What follows belongs to an exercise in optimizing a design on an open flow for small area, a short achievable clock period and few clock cycles per item; a production flow would make more cautious choices. Where RTL was checked, it was by simulation tests only, not by an equivalence proof against the original. Function not checked in runs 3 and 4: the RTL went through the layout flow alone. Power figures rest on the tool's default switching activity, not on a simulated workload.

<file path="flow/run.sh">
#!/bin/bash
# synth_recipe.tcl (not shown) runs the flow's synth.tcl, then flattens the netlist and writes it again
# the make line also repeats each setting of config.mk as NAME=value (left out here)
make -C /OpenROAD-flow-scripts/flow DESIGN_CONFIG=/design/flow/config.mk WORK_HOME=/design/flow/orfs CLKGATE_MAP_FILE= SYNTH_SCRIPT=/design/flow/synth_recipe.tcl finish
</file>
<file path="flow/design.v">
module cory_vtap2 #(
  parameter int N = 8,
  parameter int W = 8
) (
  input  logic         clk,
  input  logic         reset,
  input  logic         i_a_v,
  input  logic [N-1:0] i_a_d,
  input  logic         i_a_last_x,
  input  logic         i_a_last_y,
  output logic         o_a_r,
  output logic         o_z_v,
  output logic [N-1:0] o_z_d,
  output logic [N-1:0] o_z_up,
  output logic         o_z_up_v,
  output logic         o_z_last_x,
  output logic         o_z_last_y,
  input  logic         i_z_r
);
  localparam int NG = W - 3;
  logic          step_q;           
  logic          acc, del;
  logic         ar_q;
  logic         iv0_q, iv1_q, iv0_d, iv1_d;
  logic [N-1:0] id0_q, id1_q;
  logic         ix0_q, ix1_q, iy0_q, iy1_q;
  assign o_a_r = ar_q;
  assign acc   = i_a_v & ar_q;
  always_comb begin
    if (step_q) begin
      iv0_d = iv1_q | acc;
      iv1_d = iv1_q & acc;
    end else begin
      iv0_d = iv0_q | acc;
      iv1_d = iv1_q | (iv0_q & acc);
    end
  end
  always_ff @(posedge clk) begin
    if (reset) begin
      ar_q  <= 1'b1;
      iv0_q <= 1'b0;
      iv1_q <= 1'b0;
    end else begin
      ar_q  <= ~iv1_d;
      iv0_q <= iv0_d;
      iv1_q <= iv1_d;
    end
  end
  always_ff @(posedge clk) begin
    if (step_q) begin
      if (iv1_q) begin
        id0_q <= id1_q; ix0_q <= ix1_q; iy0_q <= iy1_q;
      end else begin
        id0_q <= i_a_d; ix0_q <= i_a_last_x; iy0_q <= i_a_last_y;
      end
      id1_q <= i_a_d; ix1_q <= i_a_last_x; iy1_q <= i_a_last_y;
    end else begin
      if (~iv0_q) begin
        id0_q <= i_a_d; ix0_q <= i_a_last_x; iy0_q <= i_a_last_y;
      end
      if (~iv1_q) begin
        id1_q <= i_a_d; ix1_q <= i_a_last_x; iy1_q <= i_a_last_y;
      end
    end
  end
  logic         ov0_q, ov1_q, ov1_d;
  logic [N-1:0] od0_q, od1_q, ou0_q, ou1_q;
  logic         ouv0_q, ouv1_q, ox0_q, ox1_q, oy0_q, oy1_q;
  logic [N-1:0] r_up;
  logic         row0_q;
  logic [N-1:0] rd;
  assign r_up = row0_q ? '0 : rd;
  assign del  = ov0_q & i_z_r;
  assign ov1_d = del ? (ov1_q & step_q) : (ov1_q | (ov0_q & step_q));
  always_ff @(posedge clk) begin
    if (reset) begin
      ov0_q <= 1'b0;
      ov1_q <= 1'b0;
    end else begin
      ov0_q <= del ? (ov1_q | step_q) : (ov0_q | step_q);
      ov1_q <= ov1_d;
    end
  end
  always_ff @(posedge clk) begin
    if (del) begin
      if (ov1_q) begin
        od0_q <= od1_q; ou0_q <= ou1_q; ouv0_q <= ouv1_q;
        ox0_q <= ox1_q; oy0_q <= oy1_q;
      end else begin
        od0_q <= id0_q; ou0_q <= r_up; ouv0_q <= ~row0_q;
        ox0_q <= ix0_q; oy0_q <= iy0_q;
      end
      od1_q <= id0_q; ou1_q <= r_up; ouv1_q <= ~row0_q;
      ox1_q <= ix0_q; oy1_q <= iy0_q;
    end else begin
      if (~ov0_q) begin
        od0_q <= id0_q; ou0_q <= r_up; ouv0_q <= ~row0_q;
        ox0_q <= ix0_q; oy0_q <= iy0_q;
      end
      if (~ov1_q) begin
        od1_q <= id0_q; ou1_q <= r_up; ouv1_q <= ~row0_q;
        ox1_q <= ix0_q; oy1_q <= iy0_q;
      end
    end
  end
  assign o_z_v      = ov0_q;
  assign o_z_d      = od0_q;
  assign o_z_up     = ou0_q;
  assign o_z_up_v   = ouv0_q;
  assign o_z_last_x = ox0_q;
  assign o_z_last_y = oy0_q;
  logic [W-1:0]  col_q, col_d;
  logic [NG-1:0] cg_q, cg_d;       
  logic          st_q, st_d;       
  logic          ge_q, ge_d;       
  logic [NG-1:0] al_d;             
  logic [NG-1:0] rot_q, rot_d;     
  logic          step_d;
  logic [N-1:0]  head [NG];
  always_comb begin
    col_d = col_q;
    cg_d  = cg_q;
    st_d  = st_q;
    ge_d  = ge_q;
    if (step_q) begin
      if (ix0_q) begin
        col_d = '0;
        cg_d  = NG'(1);
      end else begin
        col_d = col_q + 1'b1;
        if (ge_q) cg_d = {cg_q[NG-2:0], cg_q[NG-1]};
      end
      st_d = ix0_q | ge_q;
      ge_d = 1'b0;
      for (int k = 0; k < NG; k++)
        if (col_d == W'((k == 0) ? 15 : (2 << (k + 3)) - 1)) ge_d = 1'b1;
    end
    step_d = iv0_d & ~ov1_d & (~st_d | |(cg_d & al_d));
    for (int k = 0; k < NG; k++)
      rot_d[k] = (step_d & cg_d[k]) | (~al_d[k] & ~(cg_d[k] & ~st_d));
    rd = '0;
    for (int k = 0; k < NG; k++) if (cg_q[k]) rd = rd | head[k];
  end
  always_ff @(posedge clk) begin
    if (reset) begin
      col_q  <= '0;
      cg_q   <= NG'(1);
      st_q   <= 1'b1;
      ge_q   <= 1'b0;
      row0_q <= 1'b1;
      step_q <= 1'b0;
      rot_q  <= '0;
    end else begin
      col_q  <= col_d;
      cg_q   <= cg_d;
      st_q   <= st_d;
      ge_q   <= ge_d;
      step_q <= step_d;
      rot_q  <= rot_d;
      if (step_q & ix0_q) row0_q <= iy0_q;
    end
  end
  for (genvar k = 0; k < NG; k++) begin : g_grp
    localparam int SB = (k == 0) ? 4 : k + 3;    
    localparam int S  = 1 << SB;
    logic [SB-1:0] off_q;
    logic [N-1:0]  m_q [S];
    assign al_d[k]  = rot_q[k] ? (off_q == '1) : (off_q == '0);
    assign head[k]  = m_q[0];
    always_ff @(posedge clk) begin
      if (reset) off_q <= '0;
      else if (rot_q[k]) off_q <= off_q + 1'b1;
    end
    always_ff @(posedge clk) begin
      if (rot_q[k]) begin
        for (int i = 0; i < S - 1; i++) m_q[i] <= m_q[i+1];
        m_q[S-1] <= (step_q & cg_q[k]) ? id0_q : m_q[0];
      end
    end
  end
endmodule
</file>
<file path="flow/config.mk">
export PLATFORM = sky130hd
export DESIGN_NAME = cory_vtap2
export DESIGN_NICKNAME = cory_vtap2
export VERILOG_FILES = /design/flow/design.v
export SDC_FILE = /design/flow/constraint.sdc
export NUM_CORES = 4
export LEC_CHECK = 0
export ABC_CLOCK_PERIOD_IN_PS = 2000
export CAP_MARGIN = 20
export CORE_MARGIN = 2
export CORE_UTILIZATION = 40
export SETUP_SLACK_MARGIN = 1.3
export SLEW_MARGIN = 20
</file>
<file path="flow/constraint.sdc">
create_clock -name core_clock -period 3.3 [get_ports {clk}]
set_input_delay 0.6600 -clock core_clock [delete_from_list [all_inputs] [get_ports {clk}]]
set_output_delay 0.6600 -clock core_clock [all_outputs]
set_load 0.01 [all_outputs]
</file>
==> results of run 1 <==
per-layer routing:
metal	wire (um)	GRT usage, %	part of all wire, %
met3	5030	2.59	5.9
met2	33100	12.1	39
met4	2290	3.88	2.7
met1	45400	16.6	53
met5	0	0	0
through the flow:
| step | cell area [um^2] | hold slack, ns | setup TNS, ns |
|---|---|---|---|
| after floorplan | 66800 | 0.400 | -7452.44 |
| after global placement | 70300 | 0.400 | 0 |
| after detailed placement | 70300 | 0.405 | 0 |
| after CTS | 76600 | 0.177 | 0 |
| after global routing | 76600 | 0.205 | 0 |
| final | 76600 | 0.253 | 0 |
registers in the layout (all words and copies together), names as in the netlist, 5 cells and up:
signal / count
id1_q: 8
od0_q: 8
rot_q: 5
cg_q: 5
ou0_q: 8
id0_q: 8
ou1_q: 8
g_grp.off_q: 26
col_q: 8
od1_q: 8
g_grp.m_q: 2048
what timing repair did:
item | in CTS | in global routing
hold buffers | 0 | 0
resized for setup | 91 | 4
endpoints found under the setup margin | 104 | 141
pin swaps | 0 | 1
buffers inserted | 3 | 2
cells by family (layout without fill, tap and decap cells):
group,after synthesis,after routing
other cells,0,1
flops,2159,2159
xor+xnor,21,21
simple gates,193,193
fa+ha+maj,12,12
buf+inv,48,451
mux,70,70
compound gates,89,89
layout make-up:
type,count,area share (%)
tap,2189,3.58
inverter,18,0.0882
multi-input combinational,385,3.45
clock buffer,236,6.72
antenna,1,0.00327
timing repair buffer,73,1.05
sequential,2159,83.6
clock inverter,124,1.52
final timing paths:
kind	start	to	slack [ns]
setup / recovery	od0_q[5]$_DFFE_PP_	o_z_d[5]	1.33
hold / removal	reset	col_q[3]$_SDFFE_PP0P_	0.25
setup reg to reg	ix0_q$_DFFE_PP_	rot_q[0]$_SDFF_PP0_	1.39
hold reg to reg	g_grp[4].m_q[90][6]$_DFFE_PP_	g_grp[4].m_q[89][6]$_DFFE_PP_	0.40
power groups by stage:
stage               combinational, mW  clock, mW  sequential [mW]
floorplan                       0.733          0             42.2
global route                     5.66       23.9             43.1
detailed placement               5.00          0             43.1
finish                           5.05       22.0             42.5
global placement                 4.82          0             43.1
CTS                              5.08       22.8             42.7
layout by cell type (no fill, tap or decap), drive strengths merged, types with 4 or more instances in the layout:
cell type / n
o211ai: 5
bufinv: 19
a21o: 9
edfxtp: 2077
clkbuf: 236
a22oi: 13
xor2: 14
clkinvlp: 5
nor2: 42
ha: 12
o21ai: 28
mux2: 61
inv: 25
nand2: 99
nand3: 10
a21oi: 10
xnor2: 7
mux2i: 9
clkdlybuf4s50: 12
a222oi: 8
clkinv: 93
buf: 61
nor3: 4
dfxtp: 82
nand4: 8
nand2b: 5
or3: 5
==> results.py, run 1 <==
metrics = {
    "status": {
        "run_status": "no timing/DRC/antenna violations",
    },
    "placed_design": {
        "gp_congestion": 0.781,
        "placement.setup.worst_slack_ns": 0.900,
        "numPlacedInstances": 4819,
        "post-dp-hpwl_um": 41200,
        "placement.io_buffers": 34,
    },
    "clock_network": {
        "cts_num_sinks": 2159,
        "cts-buffers-inserted": 194,
        "cts.path.max_buffers": 3,
        "cts_tree": "yes",
        "ctsRootBufferMaster": "clkbuf_16",
        "clkSlewWorstSetupHoldPaths_ns": 0.07,
        "clock_latency_reported_for_the_late_side_of_the_worst_skew_pair_ns": 0.79,
        "cts_max_level": 4,
    },
    "critical_path": {
        "setup.worst_path.class": "flop to output pin",
        "rr_worst_depth": 5,
        "critical_path_cell_count": 1,
        "crit_path_cells": "buf_2",
        "critPathTopFamily": "flip-flops",
        "critical_path_required_ns": 2.64,
        "worst_setup_ep_type": "output pin",
        "critical_path_arrival_ns": 1.31,
        "critical_path.startpoint_type": "flop",
        "crit_fanout": 1,
        "timing.critical_path.buf_inv": 1,
        "crit_path_top_delay_cell": "edfxtp_1",
        "slowest_delay_ns": 0.38,
    },
    "pwr": {
        "netSwitchingFraction_pct": 22.7,
        "cellInternalPower_mw": 53.8,
        "p_comb_share_pct": 7.3,
        "cellPowerDensity_mw_per_mm2": 908,
        "vdd_drop_max_mv": 0.642,
        "sequential_power_share_pct": 61.1,
        "switching_power_mw": 15.8,
        "share_clk_of_total_power_pct": 31.7,
        "cellLeakagePower_nw": 24.2,
        "report.power.total_mw": 69.5,
    },
    "sta": {
        "finalMaxSlewViolations": 0,
        "layout_setup_ws_ns": 1.33,
        "unrepaired_setup_endpoints_after_global_routing": "true",
        "final-setup-viol-count": 0,
        "timing.final.crit_period_ns": 1.97,
        "worst_clock_skew_ns": 0.0236,
        "fmax_mhz": 507,
        "final_hold_violating_endpoints": 0,
        "worst-slew-pin-transition_ns": 0.986,
        "period_share_pct": 59.8,
        "maxSlewHeadroom_pct": 34.3,
    },
    "synthesis": {
        "postSynthAreaPerCell_um2": 25.8,
        "ys_seq_area_share_pct": 95.8,
        "async_reset_ff_share_pct": 0,
        "yosys-top-cells-count": "edfxtp_1 (2077), nand2_1 (99), dfxtp_1 (82)",
        "synth_largest_type_area_fraction_pct": 93.4,
        "ys_warn_count": 7,
        "combinational_family_with_the_most_area_after_synthesis": "simple AND/OR/NAND/NOR gates",
        "synth_simple_gate_area_share_pct": 1.29,
        "yosysMostFrequentCell": "edfxtp_1",
        "post_synth_design_cell_area_mm2": 0.0668,
        "compound_cell_area_share_of_the_yosys_netlist_pct": 0.946,
        "synth_largest_area_cell": "edfxtp_1",
        "fraction_of_synthesized_area_in_multiplexers_pct": 1.16,
        "postSynth.topFlopCell": "edfxtp_1",
        "post_synth_fa_ha_maj_area_fraction_pct": 0.225,
        "synth_enable_flop_cells": 2077,
        "postSynthCellCount": 2592,
        "ys_types": 51,
        "yosys_register_bits": 2159,
        "synth_xor_xnor_area_share_pct": 0.275,
        "synth.top_cells.by_area": "edfxtp_1 (93%), dfxtp_1 (2.5%), mux2_2 (1.0%)",
        "syn_nets": 2618,
    },
    "floorplanning": {
        "floorplan.die_area_mm2": 0.170,
        "horizontal_die_dimension_um": 413,
        "dieHeight_um": 413,
        "initial_utilization_pct": 40.4,
        "row_count": 149,
        "ioPinCount": 35,
        "fp.coreArea_mm2": 0.165,
    },
    "routing": {
        "ant_nets": 0,
        "wire_per_inst_um": 16.6,
        "drt-pass1-iter-count": 5,
        "viasPerCell": 4.58,
        "drc_violation_count_after_routing": 0,
        "drt-total-wl_um": 85900,
        "drt_iter0_markers": 2654,
        "dr_total_vias": 23800,
    },
    "final_layout": {
        "multi_input_area_mm2": 0.00265,
        "postLayoutCoreUtil_pct": 46.3,
        "seq_area_mm2": 0.0640,
        "final_std_cells_w_o_fill": 5185,
        "drive_gt1_share_pct": 14.1,
        "n_fill_cell": 13300,
        "area_delta_synth_final_pct": 14.7,
        "nNetsFinal": 2857,
    },
    "job": {
        "cap_violations": 0,
    },
    "hold_path": {
        "min_path_type": "input port to flop",
        "hold_depth": 2,
    },
    "global_route": {
        "grt_use_total_pct": 9.95,
        "grt_pass1_vias": 22500,
        "wire_length_of_the_first_global_routing_pass_um": 131000,
        "global_route.overflow_total": 0,
        "grt_antenna_before_repair": 9,
        "grt_max_degree": 193,
    },
}
Testbench counts, summed over its fixed seeds: cycles 43,876, items 43,860.
==> run 2, diff against run 1 <==
--- a/flow/config.mk
+++ b/flow/config.mk
@@ -10,3 +10,3 @@
 export CORE_MARGIN = 2
-export CORE_UTILIZATION = 40
+export CORE_UTILIZATION = 65
 export SETUP_SLACK_MARGIN = 1.3
==> results.py, run 2 <==
metrics = {
    "status": {
        "run_status": "no timing/DRC/antenna violations",
    },
    "synthesis": {
        "synth_largest_type_area_fraction_pct": 93.4,
        "synth_enable_flop_cells": 2077,
        "syn_nets": 2618,
        "synth.top_cells.by_area": "edfxtp_1 (93%), dfxtp_1 (2.5%), mux2_2 (1.0%)",
        "async_reset_ff_share_pct": 0,
        "post_synth_design_cell_area_mm2": 0.0668,
        "yosys-top-cells-count": "edfxtp_1 (2077), nand2_1 (99), dfxtp_1 (82)",
        "postSynthAreaPerCell_um2": 25.8,
        "postSynth.topFlopCell": "edfxtp_1",
        "yosysMostFrequentCell": "edfxtp_1",
        "yosys_register_bits": 2159,
        "ys_types": 51,
        "ys_seq_area_share_pct": 95.8,
        "synth_largest_area_cell": "edfxtp_1",
        "ys_warn_count": 7,
        "postSynthCellCount": 2592,
    },
    "placed_design": {
        "place_area_mm2": 0.0691,
        "placement.setup.worst_slack_ns": 0.625,
        "post-dp-hpwl_um": 41500,
        "numPlacedInstances": 3985,
        "gp_congestion": 0.827,
        "placement.io_buffers": 34,
    },
    "clock_network": {
        "cts-buffers-inserted": 195,
        "cts_max_level": 4,
        "cts.path.max_buffers": 3,
        "cts_tree": "yes",
        "clock_latency_reported_for_the_late_side_of_the_worst_skew_pair_ns": 0.76,
        "clkSlewWorstSetupHoldPaths_ns": 0.06,
        "ctsRootBufferMaster": "clkbuf_16",
        "cts_num_sinks": 2159,
    },
    "critical_path": {
        "critical_path.startpoint_type": "flop",
        "critPathTopFamily": "flip-flops",
        "critical_path_arrival_ns": 1.49,
        "critical_path_cell_count": 1,
        "worst_setup_ep_type": "output pin",
        "critical_path_required_ns": 2.64,
        "timing.critical_path.buf_inv": 1,
        "rr_worst_depth": 5,
        "crit_fanout": 1,
        "slowest_delay_ns": 0.53,
        "crit_path_top_delay_cell": "edfxtp_1",
        "setup.worst_path.class": "flop to output pin",
        "crit_path_cells": "buf_2",
    },
    "pwr": {
        "cellLeakagePower_nw": 24.0,
        "cellInternalPower_mw": 53.3,
        "share_clk_of_total_power_pct": 31.0,
        "p_comb_share_pct": 7.0,
        "switching_power_mw": 15.6,
        "sequential_power_share_pct": 62.0,
        "report.power.total_mw": 68.9,
        "vdd_drop_max_mv": 0.661,
        "netSwitchingFraction_pct": 22.6,
        "cellPowerDensity_mw_per_mm2": 915,
    },
    "floorplanning": {
        "ioPinCount": 35,
        "floorplan.die_area_mm2": 0.105,
        "initial_utilization_pct": 65.6,
        "horizontal_die_dimension_um": 325,
        "fp.coreArea_mm2": 0.102,
        "row_count": 117,
        "dieHeight_um": 325,
    },
    "sta": {
        "final-setup-viol-count": 0,
        "final_hold_violating_endpoints": 0,
        "maxSlewHeadroom_pct": 33.5,
        "worst-slew-pin-transition_ns": 0.997,
        "timing.final.crit_period_ns": 2.15,
        "worst_clock_skew_ns": 0.0249,
        "layout_setup_ws_ns": 1.15,
        "period_share_pct": 65.2,
        "fmax_mhz": 465,
        "timing.setup.tns_ns": 0,
        "finalMaxSlewViolations": 0,
        "worst_hold_slack_ns": 0.394,
        "unrepaired_setup_endpoints_after_global_routing": "true",
    },
    "final_layout": {
        "registers.top_by_ff_count": "g_grp.m_q",
        "n_fill_cell": 5613,
        "mostFrequentLayoutCell": "edfxtp_1",
        "finalInstanceArea_mm2": 0.0753,
        "seq_area_mm2": 0.0640,
        "drive_gt1_share_pct": 13.5,
        "multi_input_area_mm2": 0.00269,
        "largest_register_ffs": 2048,
        "most_used_cells_in_the_layout_excluding_fill_and_tap_cells": "edfxtp_1 (2077), clkbuf_16 (200), nand2_1 (98)",
        "final_std_cells_w_o_fill": 4354,
        "layout_top_registers": "g_grp.m_q (2048), g_grp.off_q (26)",
        "postLayoutCoreUtil_pct": 73.9,
        "nNetsFinal": 2843,
        "area_delta_synth_final_pct": 12.7,
    },
    "global_route": {
        "grt_pass1_vias": 23500,
        "grt_antenna_before_repair": 8,
        "grt_use_total_pct": 16.6,
        "global_route.overflow_total": 0,
        "grt_max_degree": 208,
        "wire_length_of_the_first_global_routing_pass_um": 135000,
    },
    "hold_path": {
        "hold_depth": 0,
        "min_path_type": "flop to flop",
    },
    "routing": {
        "drc_violation_count_after_routing": 0,
        "drt_iter0_markers": 2515,
        "drt-pass1-iter-count": 6,
        "dr_total_vias": 23900,
        "drt-total-wl_um": 86800,
        "ant_nets": 0,
        "viasPerCell": 5.50,
        "wire_per_inst_um": 19.9,
    },
    "job": {
        "cap_violations": 0,
    },
}
run 2: cell counts after synthesis:
No cell type changed its count.
run 2: path summary, 6_finish.rpt:
path / from / end / slack, ns
max: od0_q[7]$_DFFE_PP_ / o_z_d[7] / 1.15
min: g_grp[2].m_q[25][5]$_DFFE_PP_ / g_grp[2].m_q[24][5]$_DFFE_PP_ / 0.39
max reg2reg: rot_q[0]$_SDFF_PP0_ / rot_q[0]$_SDFF_PP0_ / 1.36
min reg2reg: g_grp[2].m_q[25][5]$_DFFE_PP_ / g_grp[2].m_q[24][5]$_DFFE_PP_ / 0.39
run 2: power groups by stage:
stage	logic [mW]	clock network, mW	registers, mW
after CTS	4.82	22.1	42.9
final	4.83	21.4	42.7
after detailed placement	4.93	0	43.1
after global placement	4.64	0	43.1
after global routing	5.37	23.2	43.4
after floorplan	0.733	0	42.2
run 2: routing by layer:
metal	track usage [%]	wire (um)
met3	3.85	5280
met2	21.8	36700
met5	0	0
met4	5.99	2140
met1	27.8	42600
run 2: cells by family (layout without fill, tap and decap cells):
group           count (synthesis)  after routing  synth area share (%)
other cells                     0              3                     0
simple gates                  193            193                  1.29
xor+xnor                       21             21                 0.275
flops                        2159           2159                  95.8
buf+inv                        48            439                 0.279
mux                            70             70                  1.16
fa+ha+maj                      12             12                 0.225
compound gates                 89             89                 0.946
run 2: repair_timing:
action	in CTS	in global routing
gates resized for setup	101	14
setup endpoints to repair	90	335
setup buffers	2	1
hold buffers	0	0
run 2: cell type report:
cell class,count,share of cell area [%]
Clock inverter,106,1.14
Multi-Input combinational cell,385,3.57
Inverter,18,0.0897
Antenna cell,3,0.00997
Sequential cell,2159,85.0
Timing Repair Buffer,58,0.864
Tap cell,1368,2.27
Clock buffer,257,7.02
==> run 3, diff against run 2 <==
--- a/flow/design.v
+++ b/flow/design.v
@@ -21,18 +21,11 @@
   logic          step_q;           
+  logic          step_d;
   logic          acc, del;
   logic         ar_q;
-  logic         iv0_q, iv1_q, iv0_d, iv1_d;
-  logic [N-1:0] id0_q, id1_q;
-  logic         ix0_q, ix1_q, iy0_q, iy1_q;
+  logic         iv0_q, iv0_d;
+  logic [N-1:0] id0_q;
+  logic         ix0_q, iy0_q;
   assign o_a_r = ar_q;
   assign acc   = i_a_v & ar_q;
-  always_comb begin
-    if (step_q) begin
-      iv0_d = iv1_q | acc;
-      iv1_d = iv1_q & acc;
-    end else begin
-      iv0_d = iv0_q | acc;
-      iv1_d = iv1_q | (iv0_q & acc);
-    end
-  end
+  assign iv0_d = (iv0_q & ~step_q) | acc;
   always_ff @(posedge clk) begin
@@ -41,7 +34,5 @@
       iv0_q <= 1'b0;
-      iv1_q <= 1'b0;
     end else begin
-      ar_q  <= ~iv1_d;
+      ar_q  <= ~iv0_d | step_d;
       iv0_q <= iv0_d;
-      iv1_q <= iv1_d;
     end
@@ -49,16 +40,4 @@
   always_ff @(posedge clk) begin
-    if (step_q) begin
-      if (iv1_q) begin
-        id0_q <= id1_q; ix0_q <= ix1_q; iy0_q <= iy1_q;
-      end else begin
-        id0_q <= i_a_d; ix0_q <= i_a_last_x; iy0_q <= i_a_last_y;
-      end
-      id1_q <= i_a_d; ix1_q <= i_a_last_x; iy1_q <= i_a_last_y;
-    end else begin
-      if (~iv0_q) begin
-        id0_q <= i_a_d; ix0_q <= i_a_last_x; iy0_q <= i_a_last_y;
-      end
-      if (~iv1_q) begin
-        id1_q <= i_a_d; ix1_q <= i_a_last_x; iy1_q <= i_a_last_y;
-      end
+    if (ar_q) begin
+      id0_q <= i_a_d; ix0_q <= i_a_last_x; iy0_q <= i_a_last_y;
     end
@@ -117,3 +96,2 @@
   logic [NG-1:0] rot_q, rot_d;     
-  logic          step_d;
   logic [N-1:0]  head [NG];
--- a/flow/config.mk
+++ b/flow/config.mk
@@ -10,3 +10,5 @@
 export CORE_MARGIN = 2
-export CORE_UTILIZATION = 65
+export CORE_UTILIZATION = 40
+export CTS_CLUSTER_DIAMETER = 100
+export CTS_CLUSTER_SIZE = 24
 export SETUP_SLACK_MARGIN = 1.3
==> results.py, run 3 <==
metrics = {
    "status": {
        "run_status": "no timing/DRC/antenna violations",
    },
    "job": {
        "cap_violations": 0,
    },
    "synthesis": {
        "syn_nets": 2559,
        "synth_largest_area_cell": "edfxtp_1",
        "yosysMostFrequentCell": "edfxtp_1",
        "postSynth.topFlopCell": "edfxtp_1",
        "synth_enable_flop_cells": 2077,
        "post_synth_design_cell_area_mm2": 0.0663,
        "postSynthAreaPerCell_um2": 26.2,
        "synth_largest_type_area_fraction_pct": 94.1,
        "yosys-top-cells-count": "edfxtp_1 (2077), nand2_1 (75), dfxtp_1 (71)",
        "ys_warn_count": 7,
        "async_reset_ff_share_pct": 0,
        "ys_types": 48,
        "postSynthCellCount": 2533,
        "synth.top_cells.by_area": "edfxtp_1 (94%), dfxtp_1 (2.1%), mux2_2 (0.87%)",
        "ys_seq_area_share_pct": 96.3,
        "yosys_register_bits": 2148,
    },
    "critical_path": {
        "crit_fanout": 1,
        "timing.critical_path.buf_inv": 1,
        "rr_worst_depth": 2,
        "flop2flop_setup_slack_ns": 1.43,
        "crit_path_top_delay_cell": "edfxtp_1",
        "r2r_startpoint": "rot_q[4]$_SDFF_PP0_",
        "setup.worst_path.class": "flop to output pin",
        "crit_path_cells": "buf_6",
        "startpoint": "ou0_q[5]$_DFFE_PP_",
        "critical_path_arrival_ns": 1.50,
        "crit-reg2reg-capture": "g_grp[4].m_q[84][6]$_DFFE_PP_",
        "critPathTopFamily": "flip-flops",
        "critical_path.startpoint_type": "flop",
        "critical_path_required_ns": 2.64,
        "slowest_delay_ns": 0.57,
        "worst_setup_ep_type": "output pin",
    },
    "clock_network": {
        "cts_num_sinks": 2148,
        "ctsRootBufferMaster": "clkbuf_16",
        "cts-buffers-inserted": 99,
        "cts_max_level": 3,
        "cts.path.max_buffers": 3,
        "clkSlewWorstSetupHoldPaths_ns": 0.09,
        "cts_tree": "yes",
        "clock_latency_reported_for_the_late_side_of_the_worst_skew_pair_ns": 0.71,
    },
    "pwr": {
        "cellLeakagePower_nw": 19.2,
        "vdd_drop_max_mv": 0.593,
        "cellPowerDensity_mw_per_mm2": 780,
        "report.power.total_mw": 56.4,
    },
    "floorplanning": {
        "dieHeight_um": 411,
        "floorplan.die_area_mm2": 0.169,
        "horizontal_die_dimension_um": 411,
        "fp.coreArea_mm2": 0.165,
        "row_count": 149,
        "initial_utilization_pct": 40.2,
        "ioPinCount": 35,
    },
    "sta": {
        "final_hold_violating_endpoints": 0,
        "worst_hold_slack_ns": 0.408,
        "final-setup-viol-count": 0,
        "maxSlewHeadroom_pct": 38.4,
        "finalMaxSlewViolations": 0,
        "worst_clock_skew_ns": 0.0302,
        "timing.final.crit_period_ns": 2.16,
        "layout_setup_ws_ns": 1.14,
        "period_share_pct": 65.5,
        "fmax_mhz": 462,
        "worst-slew-pin-transition_ns": 0.925,
        "unrepaired_setup_endpoints_after_global_routing": "true",
    },
    "routing": {
        "drt-pass1-iter-count": 6,
        "dr_total_vias": 22600,
        "drt_iter0_markers": 2245,
        "drc_violation_count_after_routing": 0,
        "viasPerCell": 4.63,
        "drt-total-wl_um": 83400,
        "ant_nets": 0,
        "wire_per_inst_um": 17.0,
    },
    "placed_design": {
        "gp_congestion": 0.776,
        "post-dp-hpwl_um": 40900,
        "placement.io_buffers": 34,
        "placement.setup.worst_slack_ns": 0.799,
    },
    "final_layout": {
        "area_delta_synth_final_pct": 9.20,
        "most_used_cells_in_the_layout_excluding_fill_and_tap_cells": "edfxtp_1 (2077), clkbuf_16 (100), nand2_1 (75)",
        "registers.top_by_ff_count": "g_grp.m_q",
        "postLayoutCoreUtil_pct": 43.9,
        "layout_top_registers": "g_grp.m_q (2048), g_grp.off_q (26)",
        "drive_gt1_share_pct": 8.65,
        "nNetsFinal": 2705,
        "largest_register_ffs": 2048,
        "antennaDiodeCount": 0,
        "mostFrequentLayoutCell": "edfxtp_1",
    },
    "hold_path": {
        "min_to": "g_grp[3].m_q[20][3]$_DFFE_PP_",
        "min_path_type": "flop to flop",
        "hold_depth": 0,
        "hold_path.startpoint": "g_grp[3].m_q[21][3]$_DFFE_PP_",
    },
    "global_route": {
        "grt_antenna_before_repair": 4,
        "grt_use_total_pct": 9.60,
        "grt_pass1_vias": 21900,
        "grt_max_degree": 178,
        "global_route.overflow_total": 0,
        "wire_length_of_the_first_global_routing_pass_um": 129000,
    },
}
## run 3: changes by cell type after synthesis, sizes merged, moves of 3 or more
cell	previous run	this run
o211ai	5	0
dfxtp	82	71
nand2b	5	2
clkbuf	24	18
a21oi	10	21
mux2	61	51
buf	6	9
nand2	99	75
## run 3: report_power, final
part	switching (mW)	total, mW	internal, mW
Combinational	3.88	4.74	0.862
Sequential	1.70	38.7	37.0
Clock	7.39	12.9	5.54
Total	13.0	56.4	43.4
## run 3: how the worst max path moves through the flow
stage	to	slack, ns	cells past startpoint
6_report	o_z_up[5]	1.14	1
3_3_place_gp	ou0_q[5]$_DFFE_PP_	0.96	3
5_1_grt	o_z_up[0]	1.05	1
2_1_floorplan	ar_q$_SDFF_PP1_	-5.61	6
3_5_place_dp	ou0_q[1]$_DFFE_PP_	0.80	3
4_1_cts	o_z_up[5]	1.04	1
## run 3: cell families (layout without fill, tap and decap cells)
group / Yosys count / in the layout / share of synthesized area, %
multiplexers: 58 / 58 / 0.972
AO/OA/AOI/OAI: 89 / 89 / 0.889
flip-flops: 2148 / 2148 / 96.3
XOR/XNOR: 22 / 22 / 0.291
AND/OR/NAND/NOR: 160 / 160 / 1.09
buffers and inverters: 44 / 215 / 0.272
adder cells (fa/ha/maj): 12 / 12 / 0.227
## run 3: area by class of cell
| cell class | instances | area, um^2 |
|---|---|---|
| fill | 13600 | 92400 |
| clock inverter | 6 | 78.8 |
| sequential | 2148 | 63800 |
| timing repair buffer | 72 | 766 |
| multi-input combinational | 341 | 2330 |
| inverter | 17 | 63.8 |
| tap | 2189 | 2740 |
| clock buffer | 120 | 2580 |
## run 3: routing by layer
metal  routed length, um  share of wire [%]  track usage [%]  up-vias
li1                    -                  -                -    10300
met1               43100                 52             15.6    11800
met2               34800                 42             12.9      396
met3                3400                4.1             2.00      147
met4                2090                2.5             2.73        0
met5                   0                  0                0        -
## run 3: per-stage QoR
| stage | std cells | cell area [um^2] | setup TNS [ns] |
|---|---|---|---|
| global placement | 4761 | 69700 | 0 |
| detailed placement | 4761 | 69700 | 0 |
| CTS | 4889 | 72300 | 0 |
| finish | 4893 | 72400 | 0 |
| floorplan | 2533 | 66300 | -6017.09 |
| global route | 4893 | 72400 | 0 |
## run 3: repair_timing
action | 4_1_cts | 5_1_grt
endpoints found under the setup margin | 22 | 217
hold buffers | 0 | 0
setup buffers | 2 | 4
gates resized for setup | 94 | 4
==> run 4, diff against run 3 <==
--- a/flow/config.mk
+++ b/flow/config.mk
@@ -12,3 +12,3 @@
 export CTS_CLUSTER_DIAMETER = 100
-export CTS_CLUSTER_SIZE = 24
+export CTS_CLUSTER_SIZE = 30
 export SETUP_SLACK_MARGIN = 1.3
==> results.py, run 4 <==
metrics = {
    "status": {
        "run_status": "no timing/DRC/antenna violations",
    },
    "final_layout": {
        "multi_input_area_mm2": 0.00232,
        "antennaDiodeCount": 0,
        "finalInstanceArea_mm2": 0.0719,
        "drive_gt1_share_pct": 8.08,
        "layout_top_registers": "g_grp.m_q (2048), g_grp.off_q (26)",
        "mostFrequentLayoutCell": "edfxtp_1",
        "most_used_cells_in_the_layout_excluding_fill_and_tap_cells": "edfxtp_1 (2077), clkbuf_16 (85), nand2_1 (75)",
        "n_fill_cell": 13600,
        "largest_register_ffs": 2048,
        "area_delta_synth_final_pct": 8.53,
        "seq_area_mm2": 0.0638,
        "nNetsFinal": 2687,
        "registers.top_by_ff_count": "g_grp.m_q",
    },
    "sta": {
        "finalMaxSlewViolations": 0,
        "timing.final.crit_period_ns": 2.17,
        "final-setup-viol-count": 0,
        "maxSlewHeadroom_pct": 38.7,
        "worst_clock_skew_ns": 0.0421,
        "fmax_mhz": 461,
        "unrepaired_setup_endpoints_after_global_routing": "true",
        "period_share_pct": 65.8,
        "final_hold_violating_endpoints": 0,
        "worst-slew-pin-transition_ns": 0.920,
    },
    "floorplanning": {
        "horizontal_die_dimension_um": 411,
        "row_count": 149,
        "floorplan.die_area_mm2": 0.169,
        "fp.coreArea_mm2": 0.165,
        "dieHeight_um": 411,
        "initial_utilization_pct": 40.2,
        "ioPinCount": 35,
    },
    "pwr": {
        "cellPowerDensity_mw_per_mm2": 769,
        "vdd_drop_max_mv": 0.580,
        "cellLeakagePower_nw": 19.0,
        "report.power.total_mw": 55.3,
    },
    "synthesis": {
        "compound_cell_area_share_of_the_yosys_netlist_pct": 0.889,
        "synth_enable_flop_cells": 2077,
        "synth_largest_area_cell": "edfxtp_1",
        "synth_simple_gate_area_share_pct": 1.09,
        "synth_largest_type_area_fraction_pct": 94.1,
        "yosysMostFrequentCell": "edfxtp_1",
        "post_synth_fa_ha_maj_area_fraction_pct": 0.227,
        "synth.top_cells.by_area": "edfxtp_1 (94%), dfxtp_1 (2.1%), mux2_2 (0.87%)",
        "ys_warn_count": 7,
        "async_reset_ff_share_pct": 0,
        "synth_xor_xnor_area_share_pct": 0.291,
        "post_synth_design_cell_area_mm2": 0.0663,
        "combinational_family_with_the_most_area_after_synthesis": "simple AND/OR/NAND/NOR gates",
        "syn_nets": 2559,
        "fraction_of_synthesized_area_in_multiplexers_pct": 0.972,
        "ys_seq_area_share_pct": 96.3,
        "yosys-top-cells-count": "edfxtp_1 (2077), nand2_1 (75), dfxtp_1 (71)",
        "yosys_register_bits": 2148,
        "postSynth.topFlopCell": "edfxtp_1",
        "postSynthAreaPerCell_um2": 26.2,
        "ys_types": 48,
        "postSynthCellCount": 2533,
    },
    "global_route": {
        "grt.met1_usage_pct": 15.5,
        "grt_max_degree": 178,
        "grt_antenna_before_repair": 5,
        "wire_length_of_the_first_global_routing_pass_um": 128000,
        "grtUsageMet2_pct": 13.0,
        "grt_busiest_layer": "met1",
        "global_route.overflow_total": 0,
        "global_route.usage.met3_pct": 1.92,
        "grt_pass1_vias": 21700,
        "grt_use_total_pct": 9.54,
    },
    "placed_design": {
        "post-dp-hpwl_um": 40900,
        "placement.io_buffers": 34,
        "gp_congestion": 0.776,
        "place_area_mm2": 0.0697,
    },
    "routing": {
        "dr_total_vias": 22600,
        "wire_per_inst_um": 17.0,
        "drc_violation_count_after_routing": 0,
        "drt_iter0_markers": 2360,
        "ant_nets": 0,
        "drt-total-wl_um": 82800,
        "drt-pass1-iter-count": 7,
        "viasPerCell": 4.63,
    },
    "job": {
        "cap_violations": 0,
    },
    "critical_path": {
        "crit_fanout": 1,
        "slowest_delay_ns": 0.58,
        "worst_setup_ep_type": "output pin",
        "critPathTopFamily": "flip-flops",
        "timing.critical_path.buf_inv": 1,
        "setup.worst_path.class": "flop to output pin",
        "critical_path_required_ns": 2.64,
        "critical_path.startpoint_type": "flop",
        "crit_path_cells": "buf_6",
        "crit_path_top_delay_cell": "edfxtp_1",
        "critical_path_arrival_ns": 1.51,
    },
    "clock_network": {
        "clock_latency_reported_for_the_late_side_of_the_worst_skew_pair_ns": 0.72,
        "clkSlewWorstSetupHoldPaths_ns": 0.11,
        "cts_tree": "yes",
        "cts-buffers-inserted": 81,
        "ctsRootBufferMaster": "clkbuf_16",
        "cts.path.max_buffers": 3,
        "cts_max_level": 3,
        "cts_num_sinks": 2148,
    },
    "hold_path": {
        "min_path_type": "flop to flop",
    },
}
==> run 4: changes by cell type in the layout (fill, tap and decap cells not counted), sizes merged <==
cell / previous run / this run
clkbuf: 120 / 102
clkinv: 2 / 0
clkinvlp: 0 / 1
inv: 21 / 20
==> run 4: through the flow <==
step	setup WS, ns	util, %	std cells	TNS, ns	hold slack, ns
finish	1.13	43.6	4873	0	0.399
global route	1.05	43.6	4873	0	0.407
CTS	1.03	43.6	4869	0	0.402
detailed placement	0.799	42.3	4761	0	0.405
global placement	0.960	42.3	4761	0	0.401
floorplan	-5.61	-	2533	-6017.09	0.400
==> run 4: path summary, 6_finish.rpt <==
check | startpoint | endpoint | slack, ns | cells past startpoint
setup / recovery | ou0_q[5]$_DFFE_PP_ | o_z_up[5] | 1.13 | 1
hold / removal | g_grp[2].m_q[1][6]$_DFFE_PP_ | g_grp[2].m_q[0][6]$_DFFE_PP_ | 0.40 | 0
setup reg to reg | step_q$_SDFF_PP0_ | ar_q$_SDFF_PP1_ | 1.43 | 5
hold reg to reg | g_grp[2].m_q[1][6]$_DFFE_PP_ | g_grp[2].m_q[0][6]$_DFFE_PP_ | 0.40 | 0
==> run 4: logic make-up (layout without fill, tap and decap cells) <==
| logic type | Yosys count | in the layout |
|---|---|---|
| DFF | 2148 | 2148 |
| and+or+nand+nor | 160 | 160 |
| AOI/OAI and AO/OA | 89 | 89 |
| muxes | 58 | 58 |
| buffers and inverters | 44 | 195 |
| xor gates and xnor gates | 22 | 22 |
| adders and majority gates | 12 | 12 |
==> run 4: routing by layer <==
layer | part of all wire (%) | wire [um]
met1 | 51 | 42600
met2 | 42 | 34800
met3 | 4.1 | 3420
met4 | 2.5 | 2040
met5 | 0 | 0
==> run 4: final cells by class <==
class                   count  area share [%]
flip-flops and latches   2148            88.7
well taps                2189            3.81
multi-input cells         341            3.22
clock buffers             102            3.05
repair buffers             72            1.06
inverters                  17          0.0887
clock inverters             4          0.0470
==> run 4: timing repair <==
action                                  in CTS  in global routing
hold buffers                                 0                  0
setup buffers                                2                  4
gates resized for setup                     94                  3
endpoints found under the setup margin      22                225
==> run 4: report_power, final <==
group / internal (mW) / total, mW / switching (mW)
clock network: 4.74 / 11.9 / 7.15
logic: 0.857 / 4.72 / 3.87
registers: 37.0 / 38.7 / 1.69
==> run 5, diff against run 4 <==
--- a/flow/design.v
+++ b/flow/design.v
@@ -45,4 +45,4 @@
   logic         ov0_q, ov1_q, ov1_d;
-  logic [N-1:0] od0_q, od1_q, ou0_q, ou1_q;
-  logic         ouv0_q, ouv1_q, ox0_q, ox1_q, oy0_q, oy1_q;
+  logic [N-1:0] od0_q, ou0_q;
+  logic         ouv0_q, ox0_q, oy0_q;
   logic [N-1:0] r_up;
@@ -62,24 +62,13 @@
   end
+  localparam int OW = 2 * N + 3;
+  logic [OW-1:0] o0_q, o1_q, o_new, o0_src;
+  logic          o0_ld;
+  assign o_new  = {id0_q, r_up, ~row0_q, ix0_q, iy0_q};
+  assign o0_ld  = del | ~ov0_q;
+  assign o0_src = (del & ov1_q) ? o1_q : o_new;
   always_ff @(posedge clk) begin
-    if (del) begin
-      if (ov1_q) begin
-        od0_q <= od1_q; ou0_q <= ou1_q; ouv0_q <= ouv1_q;
-        ox0_q <= ox1_q; oy0_q <= oy1_q;
-      end else begin
-        od0_q <= id0_q; ou0_q <= r_up; ouv0_q <= ~row0_q;
-        ox0_q <= ix0_q; oy0_q <= iy0_q;
-      end
-      od1_q <= id0_q; ou1_q <= r_up; ouv1_q <= ~row0_q;
-      ox1_q <= ix0_q; oy1_q <= iy0_q;
-    end else begin
-      if (~ov0_q) begin
-        od0_q <= id0_q; ou0_q <= r_up; ouv0_q <= ~row0_q;
-        ox0_q <= ix0_q; oy0_q <= iy0_q;
-      end
-      if (~ov1_q) begin
-        od1_q <= id0_q; ou1_q <= r_up; ouv1_q <= ~row0_q;
-        ox1_q <= ix0_q; oy1_q <= iy0_q;
-      end
-    end
+    o0_q <= o0_q ^ ({OW{o0_ld}} & (o0_q ^ o0_src));
+    if (del | ~ov1_q) o1_q <= o_new;
   end
+  assign {od0_q, ou0_q, ouv0_q, ox0_q, oy0_q} = o0_q;
   assign o_z_v      = ov0_q;
@@ -90,4 +79,4 @@
   assign o_z_last_y = oy0_q;
-  logic [W-1:0]  col_q, col_d;
   logic [NG-1:0] cg_q, cg_d;       
+  logic [NG-1:0] pen;              
   logic          st_q, st_d;       
@@ -98,3 +87,2 @@
   always_comb begin
-    col_d = col_q;
     cg_d  = cg_q;
@@ -103,13 +91,6 @@
     if (step_q) begin
-      if (ix0_q) begin
-        col_d = '0;
-        cg_d  = NG'(1);
-      end else begin
-        col_d = col_q + 1'b1;
-        if (ge_q) cg_d = {cg_q[NG-2:0], cg_q[NG-1]};
-      end
+      if (ix0_q) cg_d = NG'(1);
+      else if (ge_q) cg_d = {cg_q[NG-2:0], cg_q[NG-1]};
       st_d = ix0_q | ge_q;
-      ge_d = 1'b0;
-      for (int k = 0; k < NG; k++)
-        if (col_d == W'((k == 0) ? 15 : (2 << (k + 3)) - 1)) ge_d = 1'b1;
+      ge_d = ~ix0_q & ~ge_q & |(cg_q & pen);
     end
@@ -123,3 +104,2 @@
     if (reset) begin
-      col_q  <= '0;
       cg_q   <= NG'(1);
@@ -131,3 +111,2 @@
     end else begin
-      col_q  <= col_d;
       cg_q   <= cg_d;
@@ -146,2 +125,3 @@
     assign al_d[k]  = rot_q[k] ? (off_q == '1) : (off_q == '0);
+    assign pen[k]   = (off_q == SB'(S - 2));
     assign head[k]  = m_q[0];
--- a/flow/config.mk
+++ b/flow/config.mk
@@ -12,4 +12,4 @@
 export CTS_CLUSTER_DIAMETER = 100
-export CTS_CLUSTER_SIZE = 30
-export SETUP_SLACK_MARGIN = 1.3
+export CTS_CLUSTER_SIZE = 26
+export SETUP_SLACK_MARGIN = 1.7
 export SLEW_MARGIN = 20
==> results.py, run 5 <==
metrics = {
    "status": {
        "run_status": "no timing/DRC/antenna violations",
    },
    "placed_design": {
        "place_area_mm2": 0.0692,
        "placement.io_buffers": 34,
        "placement.setup.worst_slack_ns": 0.622,
        "gp_congestion": 0.797,
        "post-dp-hpwl_um": 39100,
    },
    "final_layout": {
        "layout_top_registers": "g_grp.m_q (2048), g_grp.off_q (26), o1_q (19)",
        "area_delta_synth_final_pct": 10.5,
        "mostFrequentLayoutCell": "edfxtp_1",
        "most_used_cells_in_the_layout_excluding_fill_and_tap_cells": "edfxtp_1 (2096), clkbuf_16 (99), mux2_2 (51)",
        "largest_register_ffs": 2048,
        "finalInstanceArea_mm2": 0.0729,
        "nNetsFinal": 2639,
        "drive_gt1_share_pct": 12.0,
        "registers.top_by_ff_count": "g_grp.m_q",
    },
    "critical_path": {
        "crit_fanout": 2,
        "critPathTopFamily": "compound AO/OA/AOI/OAI gates",
        "crit_path_cells": "a222oi_1 -> a21oi_2 -> mux2_4",
        "worst_setup_ep_type": "flop",
        "critical_path_required_ns": 3.77,
        "r2r_startpoint": "g_grp[2].m_q[0][5]$_DFFE_PP_",
        "critical_path_arrival_ns": 2.42,
        "flop2flop_setup_slack_ns": 1.36,
        "rr_worst_depth": 3,
        "critical_path.startpoint_type": "flop",
        "setup.worst_path.class": "flop to flop",
        "crit_path_top_delay_cell": "a222oi_1",
        "slowest_delay_ns": 0.72,
        "timing.critical_path.buf_inv": 0,
    },
    "clock_network": {
        "cts-buffers-inserted": 93,
        "cts_num_sinks": 2140,
        "cts.path.max_buffers": 3,
        "cts_hold_fix_bufs": 0,
        "cts_tree": "yes",
        "clock_latency_reported_for_the_late_side_of_the_worst_skew_pair_ns": 0.72,
        "clkSlewWorstSetupHoldPaths_ns": 0.11,
        "cts_max_level": 3,
        "ctsRootBufferMaster": "clkbuf_16",
    },
    "sta": {
        "timing.final.crit_period_ns": 1.94,
        "layout_setup_ws_ns": 1.36,
        "final-setup-viol-count": 0,
        "unrepaired_setup_endpoints_after_global_routing": "true",
        "final_hold_violating_endpoints": 0,
        "worst-slew-pin-transition_ns": 0.859,
        "timing.setup.tns_ns": 0,
        "period_share_pct": 58.8,
        "worst_clock_skew_ns": 0.0419,
        "finalMaxSlewViolations": 0,
        "maxSlewHeadroom_pct": 42.8,
        "fmax_mhz": 515,
    },
    "floorplanning": {
        "dieHeight_um": 410,
        "horizontal_die_dimension_um": 410,
        "row_count": 149,
        "ioPinCount": 35,
        "floorplan.die_area_mm2": 0.168,
        "initial_utilization_pct": 40.1,
        "fp.coreArea_mm2": 0.164,
    },
    "job": {
        "cap_violations": 0,
    },
    "synthesis": {
        "postSynthCellCount": 2430,
        "postSynthAreaPerCell_um2": 27.1,
        "yosys-top-cells-count": "edfxtp_1 (2096), mux2_2 (58), dfxtp_1 (44)",
        "yosys_register_bits": 2140,
        "postSynth.topFlopCell": "edfxtp_1",
        "syn_nets": 2460,
        "ys_types": 46,
        "post_synth_design_cell_area_mm2": 0.0660,
        "synth.top_cells.by_area": "edfxtp_1 (95%), dfxtp_1 (1.3%), mux2_2 (0.99%)",
        "ys_warn_count": 7,
        "synth_largest_area_cell": "edfxtp_1",
        "synth_largest_type_area_fraction_pct": 95.4,
        "synth_enable_flop_cells": 2096,
        "async_reset_ff_share_pct": 0,
        "yosysMostFrequentCell": "edfxtp_1",
        "ys_seq_area_share_pct": 96.8,
    },
    "hold_path": {
        "min_path_type": "flop to flop",
        "hold_depth": 0,
        "min_to": "g_grp[4].m_q[7][1]$_DFFE_PP_",
        "hold_path.startpoint": "g_grp[4].m_q[8][1]$_DFFE_PP_",
    },
    "global_route": {
        "grt_pass1_vias": 21700,
        "grt_antenna_before_repair": 1,
        "global_route.overflow_total": 0,
        "wire_length_of_the_first_global_routing_pass_um": 130000,
        "grt_max_degree": 112,
        "grt_use_total_pct": 9.78,
    },
    "routing": {
        "drt-total-wl_um": 83900,
        "highest_layer": "met4",
        "met3RoutedLength_um": 3280,
        "wire_per_inst_um": 17.3,
        "viasPerCell": 4.62,
        "ant_nets": 0,
        "dr_total_vias": 22300,
        "drt_iter0_markers": 2669,
        "route.layer.met1.wl_um": 43500,
        "drt-pass1-iter-count": 7,
        "detailroute.wirelength.met2_um": 34900,
        "drc_violation_count_after_routing": 0,
    },
    "pwr": {
        "cellLeakagePower_nw": 19.5,
        "vdd_drop_max_mv": 0.492,
        "cellPowerDensity_mw_per_mm2": 780,
    },
}
==> run 5: area by class of cell <==
cell class,count,area (um^2)
multi-input combinational,257,2300
antenna,2,5.00
fill,13400,91500
clock buffer,125,2510
inverter,14,52.6
clock inverter,7,138
tap,2189,2740
timing repair buffer,103,1280
sequential,2140,63900
==> run 5: worst reg2reg max path, stage by stage (launching register included) <==
cell      delay, ns
edfxtp_1       0.45
a222oi_1       0.73
a21oi_2        0.22
mux2_4         0.31
==> run 5: per-layer routing <==
layer | up-vias | track usage, %
met5 | - | 0
met4 | 0 | 3.18
met3 | 139 | 1.84
met2 | 398 | 13.2
met1 | 11700 | 15.8
li1 | 10100 | -
==> run 5: kinds of logic (layout without fill, tap and decap cells) <==
| logic type | after synthesis | after routing | share of synthesized area (%) |
|---|---|---|---|
| simple gates | 95 | 95 | 0.711 |
| other cells | 0 | 2 | 0 |
| fa+ha+maj | 16 | 16 | 0.304 |
| buf+inv | 33 | 249 | 0.197 |
| compound gates | 64 | 64 | 0.708 |
| xor+xnor | 17 | 17 | 0.226 |
| flops | 2140 | 2140 | 96.8 |
| mux | 65 | 65 | 1.10 |
==> run 5: worst max path at each step <==
stage / depth (start not counted) / start / slack, ns / end
4_1_cts: 1 / ar_q$_SDFF_PP1_ / 1.27 / o_a_r
3_3_place_gp: 3 / i_z_r / 0.77 / flop
5_1_grt: 1 / flop / 1.28 / o_z_d[5]
2_1_floorplan: 6 / rot_q[4]$_SDFF_PP0_ / -5.13 / ar_q$_SDFF_PP1_
6_report: 3 / g_grp[2].m_q[0][5]$_DFFE_PP_ / 1.36 / flop
3_5_place_dp: 3 / i_z_r / 0.62 / flop
==> run 5: per-stage QoR <==
stage	power (mW)	instances	hold slack, ns	utilization (%)
after floorplan	40.8	2430	0.400	-
after global placement	43.4	4654	0.400	42.1
after detailed placement	43.8	4654	0.405	42.1
after CTS	57.6	4829	0.398	44.2
after global routing	59.5	4835	0.418	44.3
final	56.9	4837	0.401	44.3
==> run 5: timing repair <==
action                                  in CTS  in global routing
buffers inserted                            34                  3
pin swaps                                   24                 12
gates resized for setup                    185                 13
cloned                                       9                  3
endpoints found under the setup margin    1834                794
==> run 5: report_power, final <==
| part | internal [mW] | switching [mW] |
|---|---|---|
| Clock | 5.44 | 7.47 |
| Combinational | 1.35 | 4.24 |
| Sequential | 36.9 | 1.52 |
Testbench counts of run 5, summed over its fixed seeds: cycles 43,876, items 43,860.
==> run 6, diff against run 5 <==
--- a/flow/config.mk
+++ b/flow/config.mk
@@ -13,3 +13,3 @@
 export CTS_CLUSTER_SIZE = 26
-export SETUP_SLACK_MARGIN = 1.7
+export SETUP_SLACK_MARGIN = 1.3
 export SLEW_MARGIN = 20
==> results.py, run 6 <==
metrics = {
    "critical_path": {
        "critical_path.startpoint_type": "flop",
        "worst_setup_ep_type": "flop",
        "crit_path_cells": "inv_1 -> ha_1 -> nor4b_1 -> a41oi_1 -> o22ai_1 -> or3_1 -> a21bo_1",
        "slowest_delay_ns": 0.42,
        "critPathTopFamily": "compound AO/OA/AOI/OAI gates",
        "crit_fanout": 4,
        "setup.worst_path.class": "flop to flop",
        "critical_path_arrival_ns": 2.63,
        "crit_path_top_delay_cell": "dfxtp_1",
        "timing.critical_path.buf_inv": 1,
        "critical_path_required_ns": 3.92,
    },
    "pwr": {
        "vdd_drop_max_mv": 0.742,
        "share_clk_of_total_power_pct": 23.0,
        "cellInternalPower_mw": 43.2,
        "sequential_power_share_pct": 68.7,
        "p_comb_share_pct": 8.4,
        "cellLeakagePower_nw": 19.1,
        "report.power.total_mw": 56.1,
        "switching_power_mw": 13.0,
        "cellPowerDensity_mw_per_mm2": 779,
        "netSwitchingFraction_pct": 23.1,
    },
    "placed_design": {
        "placement.io_buffers": 34,
        "placement.setup.worst_slack_ns": 0.622,
        "post-dp-hpwl_um": 39100,
        "gp_congestion": 0.797,
    },
    "global_route": {
        "grt_max_degree": 222,
        "wire_length_of_the_first_global_routing_pass_um": 126000,
        "grt_pass1_vias": 21300,
        "global_route.overflow_total": 0,
        "grt_use_total_pct": 9.43,
        "grt_antenna_before_repair": 2,
    },
    "sta": {
        "final_hold_violating_endpoints": 0,
        "worst-slew-pin-transition_ns": 1.07,
        "finalMaxSlewViolations": 0,
        "fmax_mhz": 498,
        "worst_clock_skew_ns": 0.0402,
        "unrepaired_setup_endpoints_after_global_routing": "true",
        "layout_setup_ws_ns": 1.29,
        "final-setup-viol-count": 0,
        "worst_hold_slack_ns": 0.401,
        "maxSlewHeadroom_pct": 28.4,
        "period_share_pct": 60.9,
        "timing.final.crit_period_ns": 2.01,
    },
    "job": {
        "cap_violations": 0,
    },
    "clock_network": {
        "cts.path.max_buffers": 3,
        "clkSlewWorstSetupHoldPaths_ns": 0.10,
        "cts_max_level": 3,
        "clock_latency_reported_for_the_late_side_of_the_worst_skew_pair_ns": 0.72,
        "cts-buffers-inserted": 93,
        "cts_num_sinks": 2140,
        "ctsRootBufferMaster": "clkbuf_16",
        "cts_tree": "yes",
        "cts_hold_fix_bufs": 0,
    },
    "synthesis": {
        "postSynth.topFlopCell": "edfxtp_1",
        "synth_largest_area_cell": "edfxtp_1",
        "synth_largest_type_area_fraction_pct": 95.4,
        "yosys_register_bits": 2140,
        "synth.top_cells.by_area": "edfxtp_1 (95%), dfxtp_1 (1.3%), mux2_2 (0.99%)",
        "syn_nets": 2460,
        "async_reset_ff_share_pct": 0,
        "ys_seq_area_share_pct": 96.8,
        "yosysMostFrequentCell": "edfxtp_1",
        "postSynthCellCount": 2430,
        "ys_types": 46,
        "postSynthAreaPerCell_um2": 27.1,
        "post_synth_design_cell_area_mm2": 0.0660,
        "synth_enable_flop_cells": 2096,
        "yosys-top-cells-count": "edfxtp_1 (2096), mux2_2 (58), dfxtp_1 (44)",
        "ys_warn_count": 7,
    },
    "floorplanning": {
        "initial_utilization_pct": 40.1,
        "row_count": 149,
        "horizontal_die_dimension_um": 410,
        "ioPinCount": 35,
        "dieHeight_um": 410,
        "floorplan.die_area_mm2": 0.168,
        "fp.coreArea_mm2": 0.164,
    },
    "routing": {
        "wire_per_inst_um": 16.9,
        "viasPerCell": 4.59,
        "dr_total_vias": 22100,
        "drt-total-wl_um": 81200,
        "drt-pass1-iter-count": 5,
        "ant_nets": 0,
        "drt_iter0_markers": 2549,
        "drc_violation_count_after_routing": 0,
    },
    "final_layout": {
        "area_delta_synth_final_pct": 9.28,
        "nNetsFinal": 2603,
        "largest_register_ffs": 2048,
        "drive_gt1_share_pct": 9.46,
        "mostFrequentLayoutCell": "edfxtp_1",
        "most_used_cells_in_the_layout_excluding_fill_and_tap_cells": "edfxtp_1 (2096), clkbuf_16 (97), mux2_2 (58)",
        "layout_top_registers": "g_grp.m_q (2048), g_grp.off_q (26), o1_q (19)",
        "registers.top_by_ff_count": "g_grp.m_q",
    },
    "status": {
        "run_status": "no timing/DRC/antenna violations",
    },
    "hold_path": {
        "min_path_type": "flop to flop",
    },
}
## run 6: cell counts after synthesis
Identical to the previous run, type by type.
## run 6: worst reg2reg max path: stages (launching register included)
cell and delay (ns):
dfxtp_1 0.42, inv_1 0.09, ha_1 0.21, nor4b_1 0.15, a41oi_1 0.30, o22ai_1 0.20, or3_1 0.37, a21bo_1 0.17
## run 6: worst paths after layout
kind                                                startpoint                           end  slack [ns]  cells after the start
worst min register to register    g_grp[4].m_q[8][1]$_DFFE_PP_  g_grp[4].m_q[7][1]$_DFFE_PP_        0.40                      0
worst max register to register  g_grp[1].off_q[0]$_SDFFE_PP0P_               ar_q$_SDFF_PP1_        1.29                      7
worst min-delay path              g_grp[4].m_q[8][1]$_DFFE_PP_  g_grp[4].m_q[7][1]$_DFFE_PP_        0.40                      0
worst max-delay path            g_grp[1].off_q[0]$_SDFFE_PP0P_               ar_q$_SDFF_PP1_        1.29                      7
## run 6: kinds of logic (layout without fill, tap and decap cells)
kind of cell / after synthesis / after routing / share of synthesized area [%]
AO/OA/AOI/OAI: 64 / 64 / 0.708
XOR/XNOR: 17 / 17 / 0.226
adder cells (fa/ha/maj): 16 / 16 / 0.304
buffers and inverters: 33 / 213 / 0.197
flip-flops: 2140 / 2140 / 96.8
multiplexers: 65 / 65 / 1.10
other: 0 / 1 / 0
AND/OR/NAND/NOR: 95 / 95 / 0.711
## run 6: stage by stage
step	cells	utilization [%]	TNS, ns	instance area [um^2]
2_1_floorplan	2430	-	-6024.41	66000
3_3_place_gp	4654	42.1	0	69200
3_5_place_dp	4654	42.1	0	69200
4_1_cts	4791	43.7	0	71900
5_1_grt	4799	43.8	0	72100
6_report	4800	43.8	0	72100
## run 6: layer usage
| metal | GRT usage (%) | part of all wire (%) | vias up | wire length [um] |
|---|---|---|---|---|
| met4 | 3.00 | 2.5 | 0 | 2020 |
| met2 | 12.6 | 42 | 373 | 33900 |
| met1 | 15.3 | 52 | 11600 | 42300 |
| met5 | 0 | 0 | - | 0 |
| met3 | 1.85 | 3.7 | 127 | 3040 |
| li1 | - | - | 9988 | - |
## run 6: area by class of cell
class	count	area (um^2)
Tap cell	2189	2740
Timing Repair Buffer	67	667
Clock inverter	7	138
Inverter	14	52.6
Antenna cell	1	2.50
Clock buffer	125	2510
Fill cell	13400	92400
Sequential cell	2140	63900
Multi-Input combinational cell	257	2110
## run 6: timing repair
item	in CTS	in global routing
endpoints found under the setup margin	108	426
gates cloned	0	1
pin swaps	1	5
gates resized for setup	97	22
buffers inserted	5	6
## run 6: power by group through the flow
stage	clock, mW	sequential (mW)	combinational [mW]
2_1_floorplan	0	40.3	0.531
3_3_place_gp	0	39.1	4.34
3_5_place_dp	0	39.1	4.65
4_1_cts	13.5	38.7	4.64
5_1_grt	14.5	39.0	5.25
6_report	12.9	38.5	4.70
==> run 7, diff against run 6 <==
--- a/flow/config.mk
+++ b/flow/config.mk
@@ -12,3 +12,3 @@
 export CTS_CLUSTER_DIAMETER = 100
-export CTS_CLUSTER_SIZE = 26
+export CTS_CLUSTER_SIZE = 30
 export SETUP_SLACK_MARGIN = 1.3
==> results.py, run 7 <==
metrics = {
    "final_layout": {
        "registers.top_by_ff_count": "g_grp.m_q",
        "most_used_cells_in_the_layout_excluding_fill_and_tap_cells": "edfxtp_1 (2096), clkbuf_16 (84), mux2_2 (58)",
        "mostFrequentLayoutCell": "edfxtp_1",
        "finalInstanceArea_mm2": 0.0718,
        "n_fill_cell": 13500,
        "area_delta_synth_final_pct": 8.85,
        "postLayoutCoreUtil_pct": 43.7,
        "drive_gt1_share_pct": 9.43,
        "layout_top_registers": "g_grp.m_q (2048), g_grp.off_q (26), o1_q (19)",
        "nNetsFinal": 2595,
        "largest_register_ffs": 2048,
    },
    "global_route": {
        "grt_antenna_before_repair": 2,
        "wire_length_of_the_first_global_routing_pass_um": 125000,
        "grt_max_degree": 222,
        "global_route.overflow_total": 0,
        "grt_pass1_vias": 21100,
        "grt_use_total_pct": 9.38,
    },
    "sta": {
        "fmax_mhz": 500,
        "unrepaired_setup_endpoints_after_global_routing": "true",
        "finalMaxSlewViolations": 0,
        "period_share_pct": 60.6,
        "worst-slew-pin-transition_ns": 1.10,
        "final_hold_violating_endpoints": 0,
        "maxSlewHeadroom_pct": 26.9,
        "worst_hold_slack_ns": 0.405,
        "worst_clock_skew_ns": 0.0399,
        "final-setup-viol-count": 0,
        "timing.setup.tns_ns": 0,
        "timing.final.crit_period_ns": 2.00,
    },
    "synthesis": {
        "ys_types": 46,
        "yosysMostFrequentCell": "edfxtp_1",
        "postSynthCellCount": 2430,
        "synth.top_cells.by_area": "edfxtp_1 (95%), dfxtp_1 (1.3%), mux2_2 (0.99%)",
        "ys_warn_count": 7,
        "yosys_register_bits": 2140,
        "postSynth.topFlopCell": "edfxtp_1",
        "yosys-top-cells-count": "edfxtp_1 (2096), mux2_2 (58), dfxtp_1 (44)",
        "synth_largest_type_area_fraction_pct": 95.4,
        "postSynthAreaPerCell_um2": 27.1,
        "synth_enable_flop_cells": 2096,
        "post_synth_design_cell_area_mm2": 0.0660,
        "synth_largest_area_cell": "edfxtp_1",
        "syn_nets": 2460,
        "async_reset_ff_share_pct": 0,
        "ys_seq_area_share_pct": 96.8,
    },
    "floorplanning": {
        "initial_utilization_pct": 40.1,
        "dieHeight_um": 410,
        "floorplan.die_area_mm2": 0.168,
        "fp.coreArea_mm2": 0.164,
        "ioPinCount": 35,
        "horizontal_die_dimension_um": 410,
        "row_count": 149,
    },
    "clock_network": {
        "ctsRootBufferMaster": "clkbuf_16",
        "clkSlewWorstSetupHoldPaths_ns": 0.12,
        "clock_latency_reported_for_the_late_side_of_the_worst_skew_pair_ns": 0.71,
        "cts_num_sinks": 2140,
        "cts_hold_fix_bufs": 0,
        "cts_tree": "yes",
        "cts_max_level": 3,
        "cts.path.max_buffers": 3,
        "cts-buffers-inserted": 82,
    },
    "status": {
        "run_status": "no timing/DRC/antenna violations",
    },
    "critical_path": {
        "worst_setup_ep_type": "flop",
        "critical_path_arrival_ns": 2.47,
        "crit_fanout": 12,
        "setup.worst_path.class": "flop to flop",
        "critical_path_required_ns": 3.77,
        "rr_worst_depth": 3,
        "critical_path.startpoint_type": "flop",
    },
    "hold_path": {
        "min_path_type": "flop to flop",
        "hold_depth": 0,
    },
    "routing": {
        "wire_per_inst_um": 17.0,
        "viasPerCell": 4.62,
        "dr_total_vias": 22100,
        "ant_nets": 0,
        "drt-pass1-iter-count": 5,
        "drc_violation_count_after_routing": 0,
        "drt_iter0_markers": 2717,
        "drt-total-wl_um": 81500,
    },
    "placed_design": {
        "gp_congestion": 0.797,
        "placement.io_buffers": 34,
        "post-dp-hpwl_um": 39100,
        "place_area_mm2": 0.0692,
    },
    "pwr": {
        "report.power.total_mw": 55.3,
        "cellPowerDensity_mw_per_mm2": 770,
        "cellLeakagePower_nw": 19.0,
        "vdd_drop_max_mv": 0.772,
    },
    "job": {
        "cap_violations": 0,
    },
}
-- run 7: cell counts after synthesis --
Identical to the previous run, type by type.
-- run 7: path summary, 6_finish.rpt --
check	startpoint	to	slack (ns)
worst max register to register	cg_q[2]$_SDFF_PP0_	flop	1.30
worst min-delay path	g_grp[3].m_q[32][1]$_DFFE_PP_	g_grp[3].m_q[31][1]$_DFFE_PP_	0.40
worst max-delay path	cg_q[2]$_SDFF_PP0_	flop	1.30
worst min register to register	g_grp[3].m_q[32][1]$_DFFE_PP_	g_grp[3].m_q[31][1]$_DFFE_PP_	0.40
-- run 7: area by class of cell --
class / instances / area (um^2) / area share, %
Sequential cell: 2140 / 63900 / 89.0
Tap cell: 2189 / 2740 / 3.81
Clock buffer: 107 / 2170 / 3.02
Multi-Input combinational cell: 257 / 2150 / 2.99
Timing Repair Buffer: 70 / 697 / 0.971
Clock inverter: 11 / 128 / 0.178
Inverter: 14 / 52.6 / 0.0732
Antenna cell: 1 / 2.50 / 0.00349
-- run 7: stage by stage --
step / worst slack, ns / std cells
3_5_place_dp: 0.622 / 4654
3_3_place_gp: 0.771 / 4654
2_1_floorplan: -5.13 / 2430
6_report: 1.30 / 4789
4_1_cts: 1.24 / 4778
5_1_grt: 1.20 / 4788
-- run 7: routing by layer --
layer | routed length, um | track usage [%] | up-vias
met4 | 2090 | 2.84 | 0
met1 | 42600 | 15.3 | 11700
met3 | 2930 | 1.88 | 130
met5 | 0 | 0 | -
li1 | - | - | 9971
met2 | 33900 | 12.5 | 351
-- run 7: what timing repair did --
action	4_1_cts	5_1_grt
cloned	0	1
gates resized for setup	96	33
setup buffers	6	8
pin swaps	1	7
endpoints found under the hold margin	0	0
setup endpoints to repair	108	366
-- run 7: logic make-up (layout without fill, tap and decap cells) --
logic type / after synthesis / count (layout) / share of synthesized area, %
other: 0 / 1 / 0
xor gates and xnor gates: 17 / 17 / 0.226
adders and majority gates: 16 / 16 / 0.304
muxes: 65 / 65 / 1.10
DFF: 2140 / 2140 / 96.8
and+or+nand+nor: 95 / 95 / 0.711
buffers and inverters: 33 / 202 / 0.197
AOI/OAI and AO/OA: 64 / 64 / 0.708
-- run 7: worst max-delay path: stages (launching register included) --
cell and delay, ns:
dfxtp_1 0.49, a222oi_1 0.65, a21oi_1 0.28, mux2_2 0.33
-- run 7: power breakdown --
| group | internal [mW] | total (mW) | switching, mW |
|---|---|---|---|
| combinational | 0.782 | 4.74 | 3.96 |
| sequential | 37.0 | 38.5 | 1.57 |
| clock | 4.75 | 12.0 | 7.29 |

-- static timing again, ports no longer ideal --
In the flow no input, the clock included, has a driving cell. The finished layouts below were timed again as built, in two steps. Step 1, drivers: a clkbuf_16 drives clk and a buf_2 each remaining input, both assumed. Step 2 adds t to the input delays and takes it off the output delays; t is the mean of the earliest and latest rising clock arrival at the registers after step 1. Input paths then give back, and output paths get back, about the clock's delay inside the block. Slacks: ideal / step 1 / step 2; pairs: ideal / step 1.
run | t (ns) | setup WS [ns] | hold slack, ns | worst setup path after step 2 | clock arrival spread, ns
run 1 | 0.844 | 1.327 / 1.258 / 0.824 | 0.253 / 0.285 / 0.397 | input to register | 0.030 / 0.030
run 2 | 0.814 | 1.147 / 1.081 / 0.701 | 0.394 / 0.394 / 0.394 | input to register | 0.026 / 0.026
run 3 | 0.774 | 1.138 / 1.065 / 0.826 | 0.408 / 0.408 / 0.408 | input to register | 0.036 / 0.036
run 4 | 0.774 | 1.129 / 1.056 / 0.827 | 0.399 / 0.399 / 0.399 | input to register | 0.044 / 0.045
run 5 | 0.778 | 1.358 / 1.282 / 0.931 | 0.401 / 0.401 / 0.401 | input to register | 0.044 / 0.045
run 6 | 0.780 | 1.291 / 1.279 / 0.936 | 0.401 / 0.401 / 0.401 | input to register | 0.048 / 0.048
run 7 | 0.770 | 1.301 / 1.283 / 0.883 | 0.405 / 0.405 / 0.405 | input to register | 0.043 / 0.043
After both steps every run listed still meets setup and hold. The setup slack of run 1, which loses most, moves by -0.069 ns with the drivers and by -0.503 ns with both steps.
